Source: an optimization exercise on an open RTL-to-GDS flow (aim: small area, a short achievable clock period and few clock cycles per item). Production flows keep margins and buffers that such runs may drop.
Where RTL was checked, it was by simulation tests only, not by an equivalence proof against the original.
Power figures rest on the tool's default switching activity, not on a simulated workload.

==> run a: inputs <==
// conv_pe_top
module conv_pe_top (
    input  logic        clk,
    input  logic        rst,
    input  logic        wght_valid_i,
    input  logic [63:0] wght_i,
    output logic        wght_ready_o,
    input  logic        act_valid_i,
    input  logic [63:0] act_i,
    output logic        act_ready_o,
    output logic [23:0] result_o,
    output logic        result_valid_o
);
    logic [3:0] ph_q;       
    logic [3:0] wait_q;     
    logic       rdy_q;
    logic       fresh_q;    
    logic       wght_acc;
    logic       act_acc;
    assign wght_ready_o = rdy_q;
    assign act_ready_o = rdy_q;
    assign wght_acc = wght_valid_i & rdy_q;
    assign act_acc = act_valid_i & rdy_q;
    always_ff @(posedge clk) begin
        if (rst) begin
            ph_q <= 4'd0;
            rdy_q <= 1'b1;
            fresh_q <= 1'b1;
        end else if (fresh_q && !wght_valid_i) begin
            ph_q <= 4'd0;
        end else begin
            fresh_q <= 1'b0;
            ph_q <= (ph_q == 4'd8) ? 4'd0 : ph_q + 4'd1;
            rdy_q <= rdy_q ? (wght_valid_i | act_valid_i) : (wait_q == 4'd1);
        end
        wait_q <= rdy_q ? 4'd8 : wait_q - 4'd1;
    end
    logic [63:0] wring [9];
    always_ff @(posedge clk) begin
        wring[8] <= wght_acc ? wght_i : wring[0];
        for (int k = 0; k < 8; k++) begin
            wring[k] <= wring[k + 1];
        end
    end
    logic [63:0] aq;
    logic [63:0] wr;
    always_ff @(posedge clk) begin
        aq <= act_i;
    end
    assign wr = wring[8];
    logic [7:1] vld_t;
  ...
clock: 5.0 ns
lec_check: 0
cap_margin: 20
core_margin: 2
core_utilization: 40
slew_margin: 20
synth_hierarchical: 1
synth_minimum_keep_size: 0
run.sh (not shown) runs the stock make flow with config.mk's settings and CLKGATE_MAP_FILE= SYNTH_SCRIPT=/design/flow/synth_recipe.tcl, a recipe that flattens the netlist after the stock synthesis.
==> run b (differences from run a) <==
--- a/flow/design.v
+++ b/flow/design.v
@@ -70,18 +70,18 @@
         if (rst) begin
             lst_t <= '0;
         end else begin
             lst_t <= {lst_t[6:1], act_acc & (ph_q == 4'd8)};
         end
     end
     assign vld = vld_t[4];
     assign fst = fst_t[4];
-    logic [23:0] acc_s;
-    logic [23:0] acc_c;
+    logic [22:0] acc_s;
+    logic [22:0] acc_c;
     logic [164:0] r1;
     logic [59:0] r2;
     logic [28:0] r3;
     logic fs0;
     logic fc0;
     logic fs1;
     logic fc1;
     logic fs2;
@@ -1133,34 +1133,28 @@
     logic fs525;
     logic fc525;
     logic hs526;
     logic hc526;
     logic fs527;
     logic fc527;
     logic fs528;
     logic fc528;
-    logic fs529;
-    logic fc529;
-    logic hs530;
-    logic hc530;
     assign hs461 = ~(fc457 ^ fs460);
     assign hc461 = fc457 | fs460;
     assign hs473 = ~(fc468 ^ fs472);
     assign hc473 = fc468 | fs472;
     assign hs494 = ~(fc491 ^ fs493);
     assign hc494 = fc491 | fs493;
     assign hs498 = ~(fc495 ^ fs497);
     assign hc498 = fc495 | fs497;
     assign hs522 = ~(fc519 ^ fs521);
     assign hc522 = fc519 | fs521;
     assign hs526 = ~(fc523 ^ fs525);
     assign hc526 = fc523 | fs525;
-    assign hs530 = ~(fc527 ^ fs529);
-    assign hc530 = fc527 | fs529;
     csa_fa u_fa0 (.a(~(aq[0] & wr[0])), .b(~(aq[8] & wr[8])), .c(~(aq[16] & wr[16])), .s(fs0), .co(fc0));
     csa_fa u_fa1 (.a(~(aq[24] & wr[24])), .b(~(aq[32] & wr[32])), .c(~(aq[40] & wr[40])), .s(fs1), .co(fc1));
     csa_fa u_fa2 (.a(~(aq[48] & wr[48])), .b(~(aq[56] & wr[56])), .c(fs0), .s(fs2), .co(fc2));
     csa_fa u_fa3 (.a(~(aq[1] & wr[0])), .b(~(aq[0] & wr[1])), .c(~(aq[9] & wr[8])), .s(fs3), .co(fc3));
     csa_fa u_fa4 (.a(~(aq[8] & wr[9])), .b(~(aq[17] & wr[16])), .c(~(aq[16] & wr[17])), .s(fs4), .co(fc4));
     csa_fa u_fa5 (.a(~(aq[25] & wr[24])), .b(~(aq[24] & wr[25])), .c(~(aq[33] & wr[32])), .s(fs5), .co(fc5));
     csa_fa u_fa6 (.a(~(aq[32] & wr[33])), .b(~(aq[41] & wr[40])), .c(~(aq[40] & wr[41])), .s(fs6), .co(fc6));
     csa_fa u_fa7 (.a(~(aq[49] & wr[48])), .b(~(aq[48] & wr[49])), .c(~(aq[57] & wr[56])), .s(fs7), .co(fc7));
@@ -1674,17 +1668,16 @@
     csa_fa u_fa519 (.a(~vld), .b((acc_s[18] | fst)), .c((acc_c[18] | fst)), .s(fs519), .co(fc519));
     csa_fa u_fa520 (.a(fc517), .b(fs519), .c(fc518), .s(fs520), .co(fc520));
     csa_fa u_fa521 (.a(~vld), .b((acc_s[19] | fst)), .c((acc_c[19] | fst)), .s(fs521), .co(fc521));
     csa_fa u_fa523 (.a(~vld), .b((acc_s[20] | fst)), .c((acc_c[20] | fst)), .s(fs523), .co(fc523));
     csa_fa u_fa524 (.a(fc521), .b(fs523), .c(hc522), .s(fs524), .co(fc524));
     csa_fa u_fa525 (.a(~vld), .b((acc_s[21] | fst)), .c((acc_c[21] | fst)), .s(fs525), .co(fc525));
     csa_fa u_fa527 (.a(~vld), .b((acc_s[22] | fst)), .c((acc_c[22] | fst)), .s(fs527), .co(fc527));
     csa_fa u_fa528 (.a(fc525), .b(fs527), .c(hc526), .s(fs528), .co(fc528));
-    csa_fa u_fa529 (.a(~vld), .b((acc_s[23] | fst)), .c((acc_c[23] | fst)), .s(fs529), .co(fc529));
     always_ff @(posedge clk) begin
         r1[0] <= fs1;
         r1[1] <= fs2;
         r1[2] <= fs8;
         r1[3] <= fs9;
         r1[4] <= fs10;
         r1[5] <= fs22;
         r1[6] <= fc10;
@@ -1982,18 +1975,23 @@
         acc_s[19] <= fc520;
         acc_c[19] <= hs522;
         acc_s[20] <= fs524;
         acc_c[20] <= 1'b1;
         acc_s[21] <= fc524;
         acc_c[21] <= hs526;
         acc_s[22] <= fs528;
         acc_c[22] <= 1'b1;
-        acc_s[23] <= fc528;
-        acc_c[23] <= hs530;
     end
-    logic [23:0] sum_q;
+    logic [12:0] lo_q;      
+    logic [10:0] hi_q;      
+    logic [22:0] sum;
     always_ff @(posedge clk) begin
-        sum_q <= (~acc_s) + {~acc_c[23:1], 1'b0};
-        result_o <= sum_q[23] ? '0 : sum_q;
+        lo_q <= {1'b0, ~acc_s[11:0]} + {1'b0, ~acc_c[11:1], 1'b0};
+        hi_q <= (~acc_s[22:12]) + (~acc_c[22:12]);
+    end
+    assign sum[11:0] = lo_q[11:0];
+    assign sum[22:12] = hi_q + {10'd0, lo_q[12]};
+    always_ff @(posedge clk) begin
+        result_o <= sum[22] ? 24'd0 : {1'b0, sum[22:0]};
     end
     assign result_valid_o = lst_t[7];
 endmodule
==> flow/flow/run.sh (new file) <==
#!/bin/bash
# The standard layout, with two resizer settings changed: cells may be
# swapped for ones of another footprint during repair, and the port buffers
# are plain buffers instead of the smallest-area (delay) buffer.
set -euo pipefail
bash standard.sh MATCH_CELL_FOOTPRINT=0 "BUFFER_PORTS_ARGS=-buffer_cell sky130_fd_sc_hd__buf_2" finish > make.log 2>&1
==> flow/standard.sh (new file) <==
#!/bin/bash
# synth_recipe.tcl (not shown) runs the flow's synth.tcl, then flattens the netlist and writes it again
# the make line also repeats each setting of config.mk as NAME=value (left out here)
make -C /OpenROAD-flow-scripts/flow DESIGN_CONFIG=/design/flow/config.mk WORK_HOME=/design/flow/orfs CLKGATE_MAP_FILE= SYNTH_SCRIPT=/design/flow/synth_recipe.tcl "${@:-finish}"
Settings changed: CORE_UTILIZATION 40 to 65, SETUP_SLACK_MARGIN from default to 2.8.
removed: flow/run.sh
==> summary of the runs <==
Against run b, the via count of run a is lower by about 3%.
Synthesized cell count: run b is larger than run a (about 0.23%).
Of run a and run b, run b has the higher combinational power (gap about 2%, measured against run b).
In run b the total power is smaller than in run a, by about 1.8%.
Testbench counts of run b, summed over its fixed seeds: cycles 8,884, windows 900.
For run a, only the layout was checked, not whether the RTL still works.

## port drivers added, routing unchanged
No port has a modelled driver above. Below, the same layouts with a new extraction and two added sets of constraints. Step 1 (the two cells are an assumption about what drives the block):
set clk [get_ports {clk}]
set_driving_cell -lib_cell sky130_fd_sc_hd__clkbuf_16 $clk
set_driving_cell -lib_cell sky130_fd_sc_hd__buf_2 [delete_from_list [all_inputs] $clk]
Step 2, shift: input delay + t, output delay - t, t = (earliest + latest rising clock arrival at the registers) / 2. This alone moves slack from input paths to output paths. a / b / c = no drivers / after step 1 / after step 2; a / b = the first two.
run | t (ns) | slack for setup (ns) | latest minus earliest clock arrival (ns) | worst register clock-pin slew, ns
run a | 0.734 | 2.172 / 2.104 / 2.308 | 0.061 / 0.061 | 0.07 / 0.07
run b | 0.710 | 2.738 / 2.738 / 2.580 | 0.021 / 0.021 | 0.07 / 0.07
After both steps every run listed still meets setup and hold. The setup slack of run b, which loses most, moves by 0.000 ns with the drivers and by -0.158 ns with both steps.
